From an optimization exercise on the open Yosys and OpenROAD flow, aimed at small area; shortcuts taken in it are not production practice.
In this exercise RTL edits were held to simulation tests only and were not proved equivalent to the original.
No activity file was given, so power comes from the tool's default toggle rates.

==> flow/design.v <==
`timescale 1ns/1ps
`default_nettype none
module fir_sym_tap #(
    parameter int SAMPLE_W = 16,
    parameter int COEFF_W  = 16,
    parameter int ACC_W    = 32
) (
    input  logic                       clk,
    input  logic                       rst,
    input  logic                       step,
    input  logic signed [COEFF_W-1:0]  coeff,
    input  logic signed [SAMPLE_W-1:0] sample_in,
    input  logic signed [SAMPLE_W-1:0] mirror_in,
    input  logic signed [ACC_W-1:0]    casc_in,
    output logic signed [SAMPLE_W-1:0] sample_out,
    output logic signed [ACC_W-1:0]    casc_out
);
    localparam int PREADD_W = SAMPLE_W + 1;     
    logic signed [SAMPLE_W-1:0] din_d1;
    logic signed [SAMPLE_W-1:0] din_d2;
    logic signed [SAMPLE_W-1:0] mirror_q;
    logic signed [PREADD_W-1:0] preadd_q;
    logic signed [ACC_W-1:0]    mult_q;
    logic signed [ACC_W-1:0]    casc_q;
    logic signed [PREADD_W-1:0] din_x;
    logic signed [PREADD_W-1:0] mirror_x;
    logic signed [ACC_W-1:0]    preadd_x;
    logic signed [ACC_W-1:0]    coeff_x;
    assign din_x    = PREADD_W'(din_d2);
    assign mirror_x = PREADD_W'(mirror_q);
    assign preadd_x = ACC_W'(preadd_q);
    assign coeff_x  = ACC_W'(coeff);
    always_ff @(posedge clk) begin
        if (rst) begin
            din_d1   <= '0;
            din_d2   <= '0;
            mirror_q <= '0;
            preadd_q <= '0;
            mult_q   <= '0;
            casc_q   <= '0;
        end else if (step) begin
            din_d1   <= sample_in;
            din_d2   <= din_d1;
            mirror_q <= mirror_in;
            preadd_q <= din_x + mirror_x;
            mult_q   <= preadd_x * coeff_x;
            casc_q   <= mult_q + casc_in;
        end
    end
    assign sample_out = din_d2;
    assign casc_out   = casc_q;      
endmodule
`default_nettype wire
`timescale 1ns/1ps
`default_nettype none
module fir_tap_chain #(
    parameter int                         TAP_COUNT = 5,
    parameter logic [TAP_COUNT*16-1:0]    COEFFS    = {16'd0, 16'd0, 16'd0, 16'd0, 16'd0}
) (
    input  logic               clk,
    input  logic               rst,
    input  logic               step,
    input  logic signed [15:0] feed_sample,
    input  logic signed [15:0] fold_sample,
    output logic signed [31:0] sum
);
    logic signed [15:0] delay_link [TAP_COUNT];     
    logic signed [31:0] casc_link  [TAP_COUNT];     
    for (genvar k = 0; k < TAP_COUNT; k++) begin : g_tap
        logic signed [15:0] tap_sample;
        logic signed [15:0] tap_mirror;
        logic signed [31:0] tap_casc;
        if (k == 0) begin : g_first
            assign tap_sample = feed_sample;
            assign tap_casc   = '0;
        end else begin : g_next
            assign tap_sample = delay_link[k-1];
            assign tap_casc   = casc_link[k-1];
        end
        if (k == TAP_COUNT - 1) begin : g_centre
            assign tap_mirror = '0;
        end else begin : g_outer
            assign tap_mirror = fold_sample;
        end
        fir_sym_tap u_tap (
            .clk        (clk),
            .rst        (rst),
            .step       (step),
            .coeff      (COEFFS[k*16 +: 16]),
            .sample_in  (tap_sample),
            .mirror_in  (tap_mirror),
            .casc_in    (tap_casc),
            .sample_out (delay_link[k]),
            .casc_out   (casc_link[k])
        );
    end
    assign sum = casc_link[TAP_COUNT-1];
endmodule
`default_nettype wire
`timescale 1ns/1ps
`default_nettype none
module fir_fold_line #(
    parameter int TAP_COUNT = 5
) (
    input  logic               clk,
    input  logic               rst,
    input  logic               in_valid,
    input  logic signed [15:0] in_sample,
    input  logic               step,
    input  logic               flushing,
    output logic signed [15:0] feed_sample,
    output logic signed [15:0] fold_sample
);
    localparam int LINE_LEN = 2 * TAP_COUNT - 1;
    logic signed [15:0] line_q [LINE_LEN];
    logic signed [15:0] head;
    assign head = (in_valid && !flushing) ? in_sample : '0;
    assign feed_sample = head;
    always_ff @(posedge clk) begin
        if (rst) begin
            for (int i = 0; i < LINE_LEN; i++) begin
                line_q[i] <= '0;
            end
        end else if (step) begin
            line_q[0] <= head;       
            for (int i = 1; i < LINE_LEN; i++) begin
                line_q[i] <= line_q[i-1];
            end
        end
    end
    assign fold_sample = line_q[LINE_LEN-1];
endmodule
`default_nettype wire
`timescale 1ns/1ps
`default_nettype none
module fir_flush_ctrl #(
    parameter int TAP_COUNT = 5
) (
    input  logic clk,
    input  logic rst,
    input  logic in_valid,
    input  logic in_last,
    output logic step,
    output logic flushing,
    output logic out_valid,
    output logic out_last
);
    localparam int LATENCY   = TAP_COUNT + 4;        
    localparam int FLUSH_LEN = 3 * TAP_COUNT + 1;    
    localparam int CNT_W     = $clog2(FLUSH_LEN + 1);
    localparam logic ST_STREAM = 1'b0;
    localparam logic ST_FLUSH  = 1'b1;
    logic               state;
    logic [CNT_W-1:0]   flush_cnt;
    logic [LATENCY-1:0] valid_pipe;      
    logic               flushing_q;
    assign flushing = (state == ST_FLUSH);
    assign step     = in_valid | flushing;    
    always_ff @(posedge clk) begin
        if (rst) begin
            state     <= ST_STREAM;
            flush_cnt <= '0;
        end else begin
            case (state)
                ST_STREAM: begin
                    flush_cnt <= '0;
                    if (in_valid && in_last) begin    
                        state <= ST_FLUSH;
                    end
                end
                default: begin
                    if (flush_cnt == CNT_W'(FLUSH_LEN - 1)) begin
                        state     <= ST_STREAM;
                        flush_cnt <= '0;
                    end else begin
                        flush_cnt <= flush_cnt + 1'b1;
                    end
                end
            endcase
        end
    end
    always_ff @(posedge clk) begin
        if (rst) begin
            valid_pipe <= '0;
        end else if (step) begin
            valid_pipe <= {valid_pipe[LATENCY-2:0], 1'b1};   
        end
    end
    assign out_valid = valid_pipe[LATENCY-1] & step;
    always_ff @(posedge clk) begin
        if (rst) begin
            flushing_q <= 1'b0;
            out_last   <= 1'b0;
        end else begin
            flushing_q <= flushing;
            out_last   <= flushing_q & ~flushing;    
        end
    end
endmodule
`default_nettype wire
`timescale 1ns/1ps
`default_nettype none
module fir_sym_filter #(
    parameter int                      TAP_COUNT = 5,
    parameter logic [TAP_COUNT*16-1:0] COEFFS    = {16'sd1600, 16'sd1146, 16'sd427, 16'sd0, -16'sd42}
) (
    input  logic               clk,
    input  logic               rst,
    input  logic               in_valid,
    input  logic               in_last,
    input  logic signed [15:0] in_sample,
    output logic               out_valid,
    output logic               out_last,
    output logic signed [31:0] out_sample
);
    logic               step;            
    logic               flushing;        
    logic signed [15:0] feed_sample;     
    logic signed [15:0] fold_sample;     
    fir_flush_ctrl #(
        .TAP_COUNT (TAP_COUNT)
    ) u_ctrl (
        .clk       (clk),
        .rst       (rst),
        .in_valid  (in_valid),
        .in_last   (in_last),
        .step      (step),
        .flushing  (flushing),
        .out_valid (out_valid),
        .out_last  (out_last)
    );
    fir_fold_line #(
        .TAP_COUNT (TAP_COUNT)
    ) u_fold_line (
        .clk         (clk),
        .rst         (rst),
        .in_valid    (in_valid),
        .in_sample   (in_sample),
        .step        (step),
        .flushing    (flushing),
        .feed_sample (feed_sample),
        .fold_sample (fold_sample)
    );
    fir_tap_chain #(
        .TAP_COUNT (TAP_COUNT),
        .COEFFS    (COEFFS)
    ) u_tap_chain (
        .clk         (clk),
        .rst         (rst),
        .step        (step),
        .feed_sample (feed_sample),
        .fold_sample (fold_sample),
        .sum         (out_sample)        
    );
endmodule
`default_nettype wire
==> flow/run.sh <==
#!/bin/bash
# synth_recipe.tcl (not shown) runs the flow's synth.tcl, then flattens the netlist and writes it again
# the make line also repeats each setting of config.mk as NAME=value (left out here)
make -C /OpenROAD-flow-scripts/flow DESIGN_CONFIG=/design/flow/config.mk WORK_HOME=/design/flow/orfs CLKGATE_MAP_FILE= SYNTH_SCRIPT=/design/flow/synth_recipe.tcl finish
==> flow/config.mk <==
export PLATFORM = sky130hd
export DESIGN_NAME = fir_sym_filter
export DESIGN_NICKNAME = fir_sym_filter
export VERILOG_FILES = /design/flow/design.v
export SDC_FILE = /design/flow/constraint.sdc
export NUM_CORES = 4
export LEC_CHECK = 0
export CAP_MARGIN = 20
export CORE_MARGIN = 2
export CORE_UTILIZATION = 40
export SLEW_MARGIN = 20
==> flow/constraint.sdc <==
create_clock -name core_clock -period 6.5 [get_ports {clk}]
set_input_delay 1.3000 -clock core_clock [delete_from_list [all_inputs] [get_ports {clk}]]
set_output_delay 1.3000 -clock core_clock [all_outputs]
set_load 0.01 [all_outputs]
==> impl_results.md <==
- Run status: complete, no violations
- 1st-pass router iterations: 5
- Initial core utilization: approximately two fifths
- Post-Route WL: ~83,000 um
- VDD IR max: 180 uV
- Number of hold buffers added after CTS: 0
- Root Buffer: clkbuf_16
- Worst path cell trace: ha_1, fa_1, fa_1, fa_1, inv_1, fa_1, inv_1, ha_1, nand4_1, o22ai_1, a221o_1, o311a_1, a221oi_2, a21oi_2, or4b_1, a31oi_1
- Cell family with most CP delay: adder cells
- RSZ-0062 raised after global routing: false
- Crit-path max FO: 7
- Clock transition at the registers of the reported paths: roughly 0.060 ns
- Vias in the first global route: 25.2k
- Area grow syn2layout: 10.1%
- Grt ovf: 0
- Core area: 83,600 sq um
- Final hold viol count: 0
- Worst EP arrival: approximately 6.1 ns
- Worst Reg2Reg Path Length in Cells: 16
- Gp weighted congestion: roughly 0.88
- Startpoint Class: flip-flop
- Die area: 86,600 sq um
- Setup Fix Bufs, Post-CTS: 0
- Residual DRC: 0
- Post-CTS Resized: 0
- Bufs on Longest Clock Path: 3
- Routed length per instance: ~16 um
- Die H: approximately 290 um
- Nets: 4,666
- Async set or reset register ratio after synthesis: 0%
- Dpl cell area: approximately 35,000 sq um
- Clk latency of the worst-skew pair: around 0.64 ns
- Worst Hold Class: reg2reg
- Max frequency: between 150 and 200 MHz
- Antenna Violating Nets Remaining: 0
- Synth unique cells: 80
- WP depth: 16
- EDFF count, synth: 0
- Post-synthesis compound-gate area fraction: roughly 17%
- Worst setup EP type: flip-flop
- Cells after synthesis: approximately 4.1k
- Post-Syn Nets: 4,702
- H-tree level count: 2
- Synth Flop Type: dfxtp_1
- Iter 0 DRT Violations: 1,399
- Crit path largest cell delay: ~0.54 ns
- # rows: between 100 and 150
- Antenna violations before repair: 0
- Main combinational cell family by area after synthesis: adder cells
- Port buffer count: 53
- Worst Tran Pin Value: about 1 ns
- Fill count: about 8.4k
- Synthesized area per cell: ~8.3 sq um
- IO Pins: 54
- Area share of xor/xnor cells in the synthesized design: 4.47%
- Max Cap Viol: 0
- Final Setup Violations: 0
- Dpl cells: 5,050
- Non-filler cells, final: between 5k and 6k
- Cell leakage power: around 0.017 uW
- Commonest non-fill, non-tap cell in the layout: nand2_1
- CTS tree: built
- Post-synthesis adder-cell area fraction: 26.8%
- R2R setup slack: 0.91 ns
- Die W: 294 um
- Share of post-route cells with drive strength above 1: approximately 3.8%
- Final Max Tran Viols: 0
- Slowest CP cell: fa_1
- Most frequent cells in the layout: nand2_1 (774), dfxtp_1 (486), a21oi_1 (483)
- First-pass GRT wire length: 135,000 um
- Critical path buffers and inverters: 2
- #FFs+latches synth: 486
- CTS Buf Count: 56
- Tot GR Track Use: approximately a fifth
- Fin crit share: a little under nine tenths
- Seq/Total Area, Yosys: a little under 30%
- Drt via density: between 5 and 6
- Most used cell, CP: fa_1
- Slew HR: between 30% and 40%
- Post-synthesis mux area share: less than 1%
- Setup Skew: between 0.05 and 0.06 ns
- Mapped cell area: 33,700 sq um
- CP Class: reg2reg
- HPWL after DPL: 62,600 um
- Final instance area: between 30,000 and 40,000 sq um
- Required time worst endpoint: roughly 7 ns
- CTS Sinks: 486
- Hold path depth: 2
- Largest net degree at the start of global routing: about 180
- Pwr per Cell Area: slightly below 200 nW/um^2
- Final Critical Period: 5.59 ns
- Ys Warns: 7
- Setup TNS: 0 ns
- Synth Area in Simple Gates: between 10 and 15%
- Via count: between 20k and 30k
-- layout make-up --
cell class,count,area [sq um],area share [%]
multi-input combinational,2987,21800,58.6
sequential,486,9730,26.2
clock buffer,73,1610,4.32
inverter,424,1590,4.29
tap,1080,1350,3.64
timing repair buffer,73,736,1.98
clock inverter,30,357,0.961
antenna,1,2.50,0.00674
-- registers in the layout (all words and copies together), names as in the netlist --
signal,cells
u_tap_chain.g_tap.u_tap.mult_q,100
u_ctrl.out_last,1
u_tap_chain.g_tap.u_tap.din_d2,64
u_tap_chain.g_tap.u_tap.casc_q,142
u_tap_chain.g_tap.u_tap.preadd_q,67
u_ctrl.valid_pipe,9
u_ctrl.flush_cnt,5
u_tap_chain.g_tap.u_tap.din_d1,80
u_tap_chain.g_tap.u_tap.mirror_q,16
u_ctrl.state,1
u_ctrl.flushing_q,1
-- per-stage QoR --
step	utilization (%)	setup slack, ns	total power, uW	hold slack [ns]
global route	44.4	0.649	7600	0.433
CTS	44.4	0.930	7370	0.399
global placement	42.1	1.08	4040	0.411
detailed placement	42.1	0.980	4040	0.407
finish	44.4	0.909	7270	0.405
floorplan	-	1.34	3810	0.394
-- Yosys cell counts, drive strengths merged (6+ instances only) --
library cell    n  area share [%]
nand2         774             8.6
dfxtp         486              29
a21oi         484             7.2
ha            443              16
inv           424             4.7
nor2          183             2.0
fa            175              10
o21ai         161             2.4
clkbuf        150             1.7
xnor2         110             2.9
a21o           99             2.2
xor2           62             1.6
a211oi         49             1.1
nand3          40            0.59
nor3           36            0.53
nor2b          28            0.52
mux2i          24            0.71
o21a           23            0.51
nand2b         22            0.41
nand4          19            0.35
or3            19            0.36
o21bai         18            0.40
and3           17            0.32
buf            16            0.28
a31oi          15            0.28
o211ai         12            0.27
o31ai          12            0.28
and2           11            0.20
a2111oi        10            0.30
or2            10            0.19
a211o           9            0.23
a21boi          9            0.20
o31a            9            0.23
a221o           8            0.24
a31o            7            0.18
nor4            7            0.13
a221oi          6            0.17
a22o            6            0.16
nand3b          6            0.13
o22ai           6            0.11
-- cells by family (layout without fill, tap and decap cells) --
group,after synthesis,after routing
other cells,0,1
mux,25,25
fa+ha+maj,618,618
buf+inv,591,600
xor+xnor,172,172
simple gates,1194,1194
flops,486,486
compound gates,978,978
-- power breakdown --
part           total (uW)  internal [uW]  switching, uW
logic                 825            303            521
registers            3150           3080           70.1
clock network        3300           1950           1350
total                7270           5330           1940
-- worst min-delay path: stages, from the launching register on --
cell     delay (ns)
dfxtp_1        0.31
nand2_1        0.05
a21oi_1        0.05
-- worst paths after layout --
path | start | endpoint
worst max-delay path | u_tap_chain.g_tap[2].u_tap.preadd_q[4] | u_tap_chain.g_tap[2].u_tap.mult_q[23]
worst min-delay path | u_tap_chain.g_tap[4].u_tap.din_d1[14] | u_tap_chain.g_tap[2].u_tap.mirror_q[14]
worst max register to register | u_tap_chain.g_tap[2].u_tap.preadd_q[4] | u_tap_chain.g_tap[2].u_tap.mult_q[23]
worst min register to register | u_tap_chain.g_tap[4].u_tap.din_d1[14] | u_tap_chain.g_tap[2].u_tap.mirror_q[14]
-- layer usage --
metal	up-vias	GRT usage (%)	share of wire, %
met1	12462	26.9	49
met3	106	2.12	3.2
met5	-	0	0
met2	323	31.2	45
met4	0	5.62	2.7
li1	13563	-	-

## afterwards: timing with drivers on the ports
In the flow no input, the clock included, has a driving cell. The finished layout below was timed again as built, in two steps. Step 1 (the two cells are an assumption about what drives the block):
set clk [get_ports {clk}]
set_driving_cell -lib_cell sky130_fd_sc_hd__clkbuf_16 $clk
set_driving_cell -lib_cell sky130_fd_sc_hd__buf_2 [delete_from_list [all_inputs] $clk]
Step 2, shift: input delay + t, output delay - t, t = (earliest + latest rising clock arrival at the registers) / 2. This alone moves slack from input paths to output paths. a / b / c = ideal ports / drivers / drivers and shift; a / b = the first two.
t (ns): 0.678
setup slack, ns: 0.909 / 0.909 / 0.909
hold slack, ns: 0.405 / 0.405 / 0.405
After both steps setup and hold are still met in this run. For this run, drivers alone change the setup slack by 0.000 ns; drivers and shift together by 0.000 ns.
